What follows belongs to an exercise in optimizing a design on an open flow for small area and few clock cycles; a production flow would make more cautious choices.
No functional check of the RTL was part of any run shown here.
Power figures rest on the tool's default switching activity, not on a simulated workload.

--- design/flow/run.sh ---
#!/bin/bash
# synth_recipe.tcl (not shown) runs the flow's synth.tcl, then flattens the netlist and writes it again
# the make line also repeats each setting of config.mk as NAME=value (left out here)
make -C /OpenROAD-flow-scripts/flow DESIGN_CONFIG=/design/flow/config.mk WORK_HOME=/design/flow/orfs CLKGATE_MAP_FILE= SYNTH_SCRIPT=/design/flow/synth_recipe.tcl finish
--- design/flow/config.mk ---
export PLATFORM = sky130hd
export DESIGN_NAME = brace_bracket_match_checker
export DESIGN_NICKNAME = brace_bracket_match_checker
export VERILOG_FILES = /design/flow/design.v
export SDC_FILE = /design/flow/constraint.sdc
export NUM_CORES = 4
export LEC_CHECK = 0
export CAP_MARGIN = 20
export CORE_MARGIN = 2
export CORE_UTILIZATION = 40
export SLEW_MARGIN = 20
export SYNTH_HIERARCHICAL = 1
export SYNTH_MINIMUM_KEEP_SIZE = 0
--- design/flow/constraint.sdc ---
create_clock -name core_clock -period 8.0 [get_ports {i_clk}]
set_input_delay 1.6000 -clock core_clock [delete_from_list [all_inputs] [get_ports {i_clk}]]
set_output_delay 1.6000 -clock core_clock [all_outputs]
set_load 0.01 [all_outputs]
--- design/flow/design.v ---
module bmc_row (
    input  logic        i_clk,
    input  logic        i_keep,
    input  logic        i_load,
    input  logic [31:0] i_w,
    output logic [31:0] o_q
);
    always_ff @(posedge i_clk) begin
        o_q <= (o_q & {32{i_keep}}) | (i_w & {32{i_load}});
    end
endmodule
module brace_bracket_match_checker (
    input  logic        i_clk,
    input  logic        i_rst_n,
    input  logic        i_valid,
    output logic        o_stall,
    input  logic        i_op,
    input  logic [15:0] i_char_code,
    output logic        o_valid,
    input  logic        i_stall,
    output logic [1:0]  o_error_kind,
    output logic [15:0] o_line_number,
    output logic [15:0] o_column_number,
    output logic        o_last_of_run
);
    localparam int DEPTH = 32;
    logic [15:0] r_line;
    logic [15:0] r_col;       
    logic        r_pend;      
    logic        r_comment;
    logic        r_bslash;
    logic [5:0]  r_bdepth;
    logic [5:0]  r_kdepth;
    logic        r_err;       
    logic        r_ovf;       
    logic        r_drain;     
    logic [15:0] pos_col;
    logic [31:0] wpos;
    logic        is_nl, is_bs, is_pc, is_lb, is_rb, is_lk, is_rk;
    logic        act;
    logic        push_b, pop_b, push_k, pop_k, eod, cmd;
    logic        b_full, k_full, b_empty, k_empty;
    logic        accept, take;
    assign pos_col = !r_pend ? r_col : ((r_col == 16'hFFFF) ? r_col : r_col + 16'd1);
    assign wpos    = {r_line, pos_col};
    assign is_nl = (i_char_code == 16'h000A);
    assign is_bs = (i_char_code == 16'h005C);
    assign is_pc = (i_char_code == 16'h0025);
    assign is_lb = (i_char_code == 16'h007B);
    assign is_rb = (i_char_code == 16'h007D);
    assign is_lk = (i_char_code == 16'h005B);
    assign is_rk = (i_char_code == 16'h005D);
    assign act    = !i_op && !r_comment && !r_bslash;
    assign push_b = act && is_lb;
    assign pop_b  = act && is_rb;
    assign push_k = act && is_lk;
    assign pop_k  = act && is_rk;
    assign eod    = i_op;
    assign cmd    = push_b || pop_b || push_k || pop_k || eod;
    assign b_full  = r_bdepth[5];
    assign k_full  = r_kdepth[5];
    assign b_empty = (r_bdepth == 6'd0);
    assign k_empty = (r_kdepth == 6'd0);
    assign o_valid = r_err || r_drain;
    assign take    = o_valid && !i_stall;
    assign o_stall = r_drain ? cmd : (r_err && i_stall);
    assign accept  = i_valid && !o_stall;
    always_ff @(posedge i_clk) begin
        if (!i_rst_n) begin
            r_line    <= '0;
            r_col     <= '0;
            r_pend    <= 1'b0;
            r_comment <= 1'b0;
            r_bslash  <= 1'b0;
            r_bdepth  <= '0;
            r_kdepth  <= '0;
            r_err     <= 1'b0;
            r_ovf     <= 1'b0;
            r_drain   <= 1'b0;
        end else begin
            if (take && !r_drain) r_err <= 1'b0;
            if (r_drain && take) begin
                if (!b_empty) r_bdepth <= r_bdepth - 6'd1;
                else          r_kdepth <= r_kdepth - 6'd1;
                if ((r_bdepth + r_kdepth) == 6'd1) r_drain <= 1'b0;
            end
            if (accept) begin
                if (eod) begin
                    r_line    <= '0;
                    r_col     <= '0;
                    r_pend    <= 1'b0;
                    r_comment <= 1'b0;
                    r_bslash  <= 1'b0;
                    r_drain   <= !b_empty || !k_empty;
                end else if (is_nl) begin
                    if (r_line != 16'hFFFF) r_line <= r_line + 16'd1;
                    r_col     <= '0;
                    r_pend    <= 1'b0;
                    r_comment <= 1'b0;
                    r_bslash  <= 1'b0;
                end else begin
                    r_col  <= pos_col;
                    r_pend <= 1'b1;
                    if (!r_comment) begin
                        r_bslash <= is_bs;
                        if (!r_bslash && is_pc) r_comment <= 1'b1;
                    end
                    if (push_b) begin
                        if (b_full) begin
                            r_err <= 1'b1;
                            r_ovf <= 1'b1;
                        end else begin
                            r_bdepth <= r_bdepth + 6'd1;
                        end
                    end
                    if (pop_b) begin
                        if (b_empty) begin
                            r_err <= 1'b1;
                            r_ovf <= 1'b0;
                        end else begin
                            r_bdepth <= r_bdepth - 6'd1;
                        end
                    end
                    if (push_k) begin
                        if (k_full) begin
                            r_err <= 1'b1;
                            r_ovf <= 1'b1;
                        end else begin
                            r_kdepth <= r_kdepth + 6'd1;
                        end
                    end
                    if (pop_k && !k_empty) r_kdepth <= r_kdepth - 6'd1;
                end
            end
        end
    end
    logic [31:0] b_rd;
    logic [31:0] k_rd;
    logic [31:0] b_or [DEPTH+1];
    logic [31:0] k_or [DEPTH+1];
    assign b_or[0] = '0;
    assign k_or[0] = '0;
    for (genvar i = 0; i < DEPTH; i++) begin : g_row
        logic [31:0] b_ent;
        logic [31:0] k_ent;
        logic        b_keep, b_load, b_top;
        logic        k_keep, k_load, k_top;
        assign b_keep = (r_bdepth > 6'(i));
        assign b_load = (r_bdepth == 6'(i));
        assign b_top  = (r_bdepth == 6'(i + 1));
        assign k_keep = (r_kdepth > 6'(i));
        assign k_load = (r_kdepth == 6'(i));
        assign k_top  = (r_kdepth == 6'(i + 1));
        bmc_row u_b (.i_clk(i_clk), .i_keep(b_keep), .i_load(b_load), .i_w(wpos), .o_q(b_ent));
        bmc_row u_k (.i_clk(i_clk), .i_keep(k_keep), .i_load(k_load), .i_w(wpos), .o_q(k_ent));
        assign b_or[i+1] = b_or[i] | (b_ent & {32{b_top}});
        assign k_or[i+1] = k_or[i] | (k_ent & {32{k_top}});
    end
    assign b_rd = b_or[DEPTH];
    assign k_rd = k_or[DEPTH];
    always_comb begin
        if (r_drain) begin
            o_error_kind    = b_empty ? 2'd2 : 2'd1;
            {o_line_number, o_column_number} = b_empty ? k_rd : b_rd;
            o_last_of_run   = ((r_bdepth + r_kdepth) == 6'd1);
        end else begin
            o_error_kind    = r_ovf ? 2'd3 : 2'd0;
            o_line_number   = r_line;
            o_column_number = r_col;
            o_last_of_run   = 1'b1;
        end
    end
endmodule
==> summary.txt, run 1 <==
Floorplanning
  – # rows: between 150 and 200
  – Die boundary height: 455 um
  – # IOs: between 50 and 60
  – Area of the core: 0.202 mm^2
  – Initial Utilization: between 40 and 50%
  – Die area: 0.207 mm^2
  – Horizontal die dimension: roughly 450 um

Power
  – Combinational cell fraction of total power: 4.2%
  – Sw Pwr: 5.19 mW
  – Proportion of power drawn by flip-flops and latches: 48.3%
  – Leakage power total: 34.4 nW
  – Net Sw Frac: roughly a quarter
  – Internal portion of total power: about 16 mW
  – Cell area power density: between 200 and 250 mW/mm^2
  – Design Power: ~22 mW
  – Clock network fraction of total power: a little under half
  – Worst voltage drop across the vdd grid: 0.241 mV

Global route
  – First-pass GRT wire length: 522,000 um
  – Global route overflow: 0
  – Maximum number of pins on one net before global-route repair: 71
  – Number of global-route vias before repair: a little under 70,000
  – Initial antenna violation count: 17
  – Total track usage: around a third

Logic synthesis
  – Post-synth ARST share: 0%
  – Synthesized net count: about 7,200
  – Number of synthesized flops with an enable pin: 0
  – Mean Syn Cell Area: about 11 um^2
  – Yosys Warn Count: 10
  – Gate count after technology mapping: around 7,200
  – Flip-flop and latch count after synthesis: 2,098
  – Predominant post-synthesis flop cell: dfxtp_1
  – Cell type contributing the most total cell area after synthesis: dfxtp_1
  – Sequential element share of the synthesized area: 51.6%
  – Top post-synthesis cells by area: dfxtp_1 52%, a22o_1 21%, a22oi_1 6.1%, buf_6 5.3%, and3_1 2.3%
  – Number of distinct library cell variants in the gate-level netlist after synthesis: 87
  – Netlist area before placement: a little over 0.08 mm^2
  – Share of Yosys cell area claimed by the top area cell type: 51.6%

Clock tree
  – Insertion delay of the later-clocked pin in the worst-skew pair: 0.89 ns
  – Buffer levels on the longest clock path: 3
  – Library cell used as clock root buffer: clkbuf_16
  – H-tree depth: 4
  – Number of resized instances in the post-cts repair step: 0
  – # Post-CTS Setup Buffers: 0
  – Number of buffers created by CTS: ~210
  – Number of buffers inserted by hold repair at cts: 0
  – CTS clock-pin slew for the worst setup and hold paths: 0.07 ns
  – TritonCTS sink count: roughly 2,100
  – CTS tree: done

Setup path
  – Crit path required time: 6.40 ns
  – Length in cells of the worst reg-to-reg path: 9
  – Dominant delay contributor by cell family on the critical path: buffers and inverters
  – Largest incremental delay on the critical path: between 0.7 and 0.8 ns
  – Worst endpoint data arrival time: around 6.3 ns
  – Buf+Inv Stages, Crit Path: 5
  – Setup crit start kind: flop
  – Start of the worst register-to-register path: r_kdepth[1]
  – CP max FO: 15
  – Reg2reg setup slack: 3.37 ns
  – CP endpoint kind: output port
  – Library cell contributing the largest single delay on the critical path: nor2_4
  – Worst r2r dst: g_row[5].u_k.o_q[7]
  – Most frequent cell on the critical path: buf_4
  – Critical path, cell by cell: inv_1, ha_1, or3b_2, nor2_4, buf_4, buf_4, a22oi_1, nand4_1, nor4_2, buf_4, a211oi_1, clkdlybuf4s50_1
  – CP Class: reg -> out

STA
  – Share of the clock period used by the worst path after layout: 98.6%
  – Post-Route Skew: 0.0345 ns
  – Worst slew margin: 7.95%
  – Unrepaired setup endpoints after global routing: false
  – Min Hold Slack: roughly 0.47 ns
  – Worst Max-Slew Pin Slew: 1.37 ns
  – Final slew viol count: 0
  – Post-route minimum period: about 8 ns
  – Maximum operating frequency: 127 MHz
  – Number of endpoints with negative hold slack in the final report: 0
  – Total Neg Setup Slack: 0 ns
  – Number of endpoints failing setup at the final stage: 0

Placed design
  – Post-detailed-placement cell area: 0.0836 mm^2
  – HPWL after detailed placement: between 200,000 and 250,000 um
  – Placer's final routability congestion estimate: 0.908
  – Number of port buffers: 57

Final layout
  – Fill count: 18,531
  – Fraction of layout instances using a drive strength above 1: 14.5%
  – Fin area: 0.0907 mm^2
  – Area delta synth->final: 11.5%
  – Total area of sequential cells: 0.0420 mm^2
  – Net count reported at finish: 7,157
  – Fin util: between 40 and 50%
  – Multi-input logic area: about 0.035 mm^2

Routing
  – Post-route antenna net violation count: 0
  – Post-detailed-route wirelength per cell: 37.4 um
  – First-pass iteration count of the detailed router: 6
  – Routed Wire Length: 373,000 um
  – Number of vias per cell after detailed routing: 7.18
  – Number of DRC markers after the initial detailed-route iteration: 11,715
  – Vias post-DR: 71,572
  – Final routed DRC violation total: 0

Outcome
  – Run status: no timing/DRC/antenna violations

Min path
  – Worst hold path cell count: 1
  – Hold Path Origin: g_row[1].u_b.o_q[14]
  – Sink of the worst hold path: g_row[1].u_b.o_q[14]
  – Class of the tightest hold or removal check: reg -> reg

Flow run
  – Max Cap Violations: 0
## power groups by stage
stage                     combinational, mW  clock [mW]  sequential, mW
after global placement                0.831           0            10.7
after floorplan                       0.420           0            10.7
after detailed placement              0.832           0            10.7
after global routing                  0.862        10.7            10.5
after CTS                             0.833        10.3            10.5
final                                 0.900        10.3            10.5
## kinds of logic after synthesis
kind of cell	synth area share, %
mux	0.388
fa+ha+maj	0.255
buf+inv	7.14
xor+xnor	0.215
simple gates	8.07
flops	51.6
compound gates	32.3
## worst reg2reg max path: stages, from the launching register on
cell and delay [ns]:
dfxtp_1 0.47, inv_1 0.30, ha_1 0.70, or3b_2 0.68
nor2_4 0.74, buf_4 0.33, buf_4 0.35, a21oi_4 0.23
buf_4 0.40, a22o_1 0.31
## Yosys stat by module (local to each module, per instance)
module | cells inside | flops+latches | cell area, um^2
brace_bracket_match_checker | 2707 | 50 | 17900
bmc_row | 70 | 32 | 991
## how the worst max path moves through the flow
stage | start | to | slack [ns] | cells after the start
finish | r_kdepth[1] | o_line_number[5] | 0.11 | 12
global route | r_kdepth[1] | o_line_number[5] | 0.09 | 12
CTS | r_kdepth[1] | o_line_number[5] | 0.29 | 12
detailed placement | r_kdepth[1] | o_line_number[5] | 1.23 | 12
global placement | r_bdepth[0] | o_column_number[4] | 1.0 | 9
floorplan | r_kdepth[1] | o_line_number[2] | 3.65 | 12
## per-stage QoR
| stage | cells | setup WS, ns |
|---|---|---|
| after floorplan | 7187 | 3.65 |
| after global placement | 9581 | 0.998 |
| after detailed placement | 9582 | 1.23 |
| after CTS | 9966 | 0.290 |
| after global routing | 9969 | 0.0889 |
| final | 9972 | 0.110 |
## flip-flops by register name, indices dropped and copies added (netlist names)
register,flops
g_row.u_b.o_q,1024
g_row.u_k.o_q,1024
r_bdepth,6
r_bslash,1
r_col,16
r_comment,1
r_drain,1
r_err,1
r_kdepth,6
r_line,16
r_ovf,1
r_pend,1
## cell type report
type,count,share of cell area (%)
inverters,30,0.132
clock buffers,307,6.73
clock inverters,77,1.08
multi-input cells,4362,38.1
diodes,5,0.0138
flip-flops and latches,2098,46.3
repair buffers,421,3.95
well taps,2672,3.68
## placed cells by master, fill, tap and decap left out, types with 21 or more instances in the layout
cell type / count
a21oi_1: 99
buf_12: 21
buf_4: 342
clkbuf_1: 48
dfxtp_2: 21
clkbuf_8: 49
a2111oi_0: 91
o21ai_0: 39
clkbuf_16: 210
clkinv_2: 41
nor2_1: 61
dfxtp_1: 2075
a22o_2: 128
a222oi_1: 24
nor2_4: 50
a22oi_1: 659
clkdlybuf4s50_1: 56
nand2_1: 126
or3_1: 23
and3_1: 299
nand4_1: 165
a211oi_1: 22
nor3_1: 44
a22o_1: 1957
nor4_1: 40
nand3_1: 175
## cell usage after synthesis (22+ instances only)
master and instances:
a2111oi_0 92, a211oi_1 22, a21oi_1 101, a222oi_1 24
a22o_1 1957, a22o_2 128, a22oi_1 659, and2_1 25
and3_1 300, buf_2 123, buf_6 386, clkbuf_1 164
dfxtp_1 2098, inv_1 27, nand2_1 135, nand3_1 176
nand4_1 165, nor2_1 103, nor3_1 53, nor4_1 45
o21ai_0 52, or3_1 23
## per-layer routing
| layer | GRT usage, % | share of wire, % | vias to the layer above |
|---|---|---|---|
| met5 | 0 | 0.028 | - |
| met4 | 21.7 | 7.4 | 14 |
| met3 | 9.66 | 13 | 1569 |
| met2 | 52.2 | 43 | 5816 |
| met1 | 43.7 | 37 | 35578 |
| li1 | - | - | 28595 |
==> run 2: changes to the inputs <==
--- a/design/flow/design.v
+++ b/design/flow/design.v
@@ -1,12 +1 @@
-module bmc_row (
-    input  logic        i_clk,
-    input  logic        i_keep,
-    input  logic        i_load,
-    input  logic [31:0] i_w,
-    output logic [31:0] o_q
-);
-    always_ff @(posedge i_clk) begin
-        o_q <= (o_q & {32{i_keep}}) | (i_w & {32{i_load}});
-    end
-endmodule
 module brace_bracket_match_checker (
@@ -153,4 +142,6 @@
         assign k_top  = (r_kdepth == 6'(i + 1));
-        bmc_row u_b (.i_clk(i_clk), .i_keep(b_keep), .i_load(b_load), .i_w(wpos), .o_q(b_ent));
-        bmc_row u_k (.i_clk(i_clk), .i_keep(k_keep), .i_load(k_load), .i_w(wpos), .o_q(k_ent));
+        always_ff @(posedge i_clk) begin
+            if (b_load) b_ent <= wpos;
+            if (k_load) k_ent <= wpos;
+        end
         assign b_or[i+1] = b_or[i] | (b_ent & {32{b_top}});
--- a/design/flow/config.mk
+++ b/design/flow/config.mk
@@ -11,3 +11 @@
 export SLEW_MARGIN = 20
-export SYNTH_HIERARCHICAL = 1
-export SYNTH_MINIMUM_KEEP_SIZE = 0
==> run 2 against run 1 <==
Highest routed layer unchanged. Clock skew grew 0.035 ns. Worst setup slack is essentially flat. Flip-flop and latch count is the same.
==> summary.txt, run 2 <==
Placed design
  – HPWL after detailed placement: between 100,000 and 150,000 um
  – Worst slack at placement: between 1 and 1.5 ns
  – Placer's final routability congestion estimate: 0.885
  – Number of port buffers: 57

Logic synthesis
  – Flip-flop and latch count after synthesis: approximately 2,100
  – Cell type contributing the most total cell area after synthesis: edfxtp_1
  – Number of distinct library cell variants in the gate-level netlist after synthesis: 72
  – Gate count after technology mapping: about 4,700
  – Post-synth ARST share: 0%
  – Netlist area before placement: 0.0789 mm^2
  – Top post-synthesis cells by area: edfxtp_1 78%, a22oi_1 5.6%, and3_1 3.4%, a2111oi_0 1.6%, clkbuf_1 1.3%
  – Leading cell type by number of instances after synthesis: edfxtp_1
  – Predominant post-synthesis flop cell: edfxtp_1
  – Yosys Warn Count: 3
  – Top cell types by occurrence after synthesis: 2,048 x edfxtp_1, 592 x a22oi_1, 431 x and3_1
  – Number of synthesized flops with an enable pin: approximately 2,000
  – Sequential element share of the synthesized area: 79.2%
  – Mean Syn Cell Area: 16.9 um^2
  – Share of Yosys cell area claimed by the top area cell type: 77.9%
  – Synthesized net count: 4,708

STA
  – Share of the clock period used by the worst path after layout: 98.6%
  – Worst Max-Slew Pin Slew: 1.18 ns
  – Post-Route Skew: around 0.070 ns
  – Worst slew margin: 20.5%
  – Final slew viol count: 0
  – Number of endpoints with negative hold slack in the final report: 0
  – Post-route minimum period: 7.89 ns
  – Number of endpoints failing setup at the final stage: 0
  – Unrepaired setup endpoints after global routing: false
  – Maximum operating frequency: 127 MHz
  – Final setup slack of the worst path: 0.110 ns
  – Total Neg Setup Slack: 0 ns

Routing
  – First-pass iteration count of the detailed router: 8
  – Routed Wire Length: 265,000 um
  – Number of DRC markers after the initial detailed-route iteration: 7,555
  – Post-route antenna net violation count: 0
  – Number of vias per cell after detailed routing: about 6.4
  – Vias post-DR: 49,410
  – Final routed DRC violation total: 0
  – Post-detailed-route wirelength per cell: around 34 um

Final layout
  – Fraction of layout instances using a drive strength above 1: 14.1%
  – Net count reported at finish: 4,969
  – Most frequent standard cell in the layout excluding fill and tap cells: edfxtp_1
  – Most used cells in the layout excluding fill and tap cells: 2,048 x edfxtp_1, 592 x a22oi_1, 430 x and3_1, 253 x buf_4, 208 x clkbuf_16
  – Top Registers: g_row.b_ent: 1024 flops, g_row.k_ent: 1024 flops
  – Area delta synth->final: 15.9%

Clock tree
  – CTS tree: done
  – Number of buffers created by CTS: between 200 and 250
  – Library cell used as clock root buffer: clkbuf_16
  – TritonCTS sink count: about 2,100
  – H-tree depth: 4
  – CTS clock-pin slew for the worst setup and hold paths: ~0.060 ns
  – Number of resized instances in the post-cts repair step: 0
  – Insertion delay of the later-clocked pin in the worst-skew pair: 0.87 ns
  – Number of buffers inserted by hold repair at cts: 0
  – # Post-CTS Setup Buffers: 0
  – Buffer levels on the longest clock path: 3

Setup path
  – Largest incremental delay on the critical path: about 1.1 ns
  – Worst endpoint data arrival time: 6.29 ns
  – Critical path, cell by cell: inv_1, ha_1, and3b_1, buf_4, and3_1, a2111oi_0, nand4_1, o41ai_1, o221ai_1, clkdlybuf4s50_1
  – Library cell contributing the largest single delay on the critical path: o41ai_1
  – CP max FO: 16
  – CP endpoint kind: output port
  – Buf+Inv Stages, Crit Path: 3
  – Dominant delay contributor by cell family on the critical path: compound AO/OA/AOI/OAI gates
  – CP Class: reg -> out
  – Setup crit start kind: flop
  – Crit path required time: between 6 and 7 ns

Global route
  – Total track usage: about a quarter
  – Maximum number of pins on one net before global-route repair: 71
  – Global route overflow: 0
  – First-pass GRT wire length: 371,000 um
  – Initial antenna violation count: 9
  – Number of global-route vias before repair: 47,204

Floorplanning
  – Horizontal die dimension: 448 um
  – # IOs: 58
  – # rows: 163
  – Initial Utilization: 40.1%
  – Area of the core: slightly below 0.2 mm^2
  – Die area: 0.201 mm^2
  – Die boundary height: roughly 450 um

Power
  – Worst voltage drop across the vdd grid: about 0.22 mV
  – Leakage power total: 30.9 nW
  – Cell area power density: 266 mW/mm^2

Outcome
  – Run status: no timing/DRC/antenna violations

Flow run
  – Max Cap Violations: 0

Min path
  – Class of the tightest hold or removal check: reg -> reg
## run 2: cell count changes after synthesis, sizes merged, moves of 23 or more
cell     delta
dfxtp    -2048
a22o     -2076
o21ai      -34
edfxtp   +2048
buf       -522
a22oi      -67
nand4      -23
clkbuf    +115
nand2      -49
a2111oi    +48
and3      +131
a21oi      -41
## run 2: final timing paths
check,endpoint,slack (ns),startpoint,cells after the start
hold reg to reg,r_err,0.52,r_err,2
setup reg to reg,g_row[3].b_ent[10],4.19,r_col[2],6
hold / removal,r_err,0.52,r_err,2
setup / recovery,o_line_number[12],0.11,r_bdepth[1],10
## run 2: cells by family (layout without fill, tap and decap cells)
kind of cell	Yosys count	in the layout	synth area share, %
flip-flops	2098	2098	79.2
multiplexers	9	9	0.124
buffers and inverters	314	744	1.52
AO/OA/AOI/OAI	1018	1018	9.90
AND/OR/NAND/NOR	1186	1186	8.68
adder cells (fa/ha/maj)	18	18	0.295
XOR/XNOR	26	26	0.289
other	0	3	0
## run 2: final cells by class
cell class / instances / area [um^2]
multi-input combinational: 2257 / 16000
tap: 2640 / 3300
sequential: 2098 / 62500
antenna: 3 / 7.51
inverter: 24 / 90.1
timing repair buffer: 342 / 3110
clock inverter: 115 / 1070
fill: 16692 / 105000
clock buffer: 263 / 5410
## run 2: metal layers
metal / global-route usage [%] / routed length [um] / vias to the layer above
met1: 35.4 / 101000 / 25676
met4: 9.72 / 10400 / 4
met5: 0 / 26 / -
met3: 4.97 / 28100 / 531
li1: - / - / 19975
met2: 41.9 / 125000 / 3224
## run 2: where the power goes
group | internal (mW) | total [mW] | switching, mW
Sequential | 12.4 | 12.5 | 0.129
Combinational | 0.584 | 2.44 | 1.86
Clock | 5.16 | 9.41 | 4.25
## run 2: through the flow
step                      util [%]  area [um^2]  std cells  total power [mW]  hold WS (ns)
after floorplan                  -        78900       4669              13.7         0.440
after global placement        43.2        85000       7361              15.1         0.478
after detailed placement      43.2        85000       7361              15.1         0.496
after CTS                     46.5        91500       7739              24.4         0.505
after global routing          46.5        91500       7740              24.9         0.546
final                         46.5        91500       7742              24.3         0.521
## run 2: worst min-delay path: stages (launching register included)
cell and delay, ns:
dfxtp_1 0.32, o21ai_0 0.08, a21oi_1 0.07

what the ideal ports hide:
How much do the figures lean on ideal ports? The routed layouts below were timed once more, with nothing changed but the port constraints.
Step 1 sets driving cells, clkbuf_16 on the clock port and buf_2 on the other inputs (assumed; they add their load-dependent delay and slew).
Step 2 times the ports against the registers' clock, not the clock port: input delays grow and output delays shrink by t, the midpoint of the rising clock arrivals with the driver on.
Slacks: ideal / step 1 / step 2; pairs: ideal / step 1.
run | t, ns | setup slack, ns | worst setup path after step 2
run 1 | 0.968 | 0.110 / 0.017 / 0.985 | register to output
run 2 | 0.935 | 0.110 / 0.015 / 0.950 | register to output
After both steps every run listed still meets setup and hold.
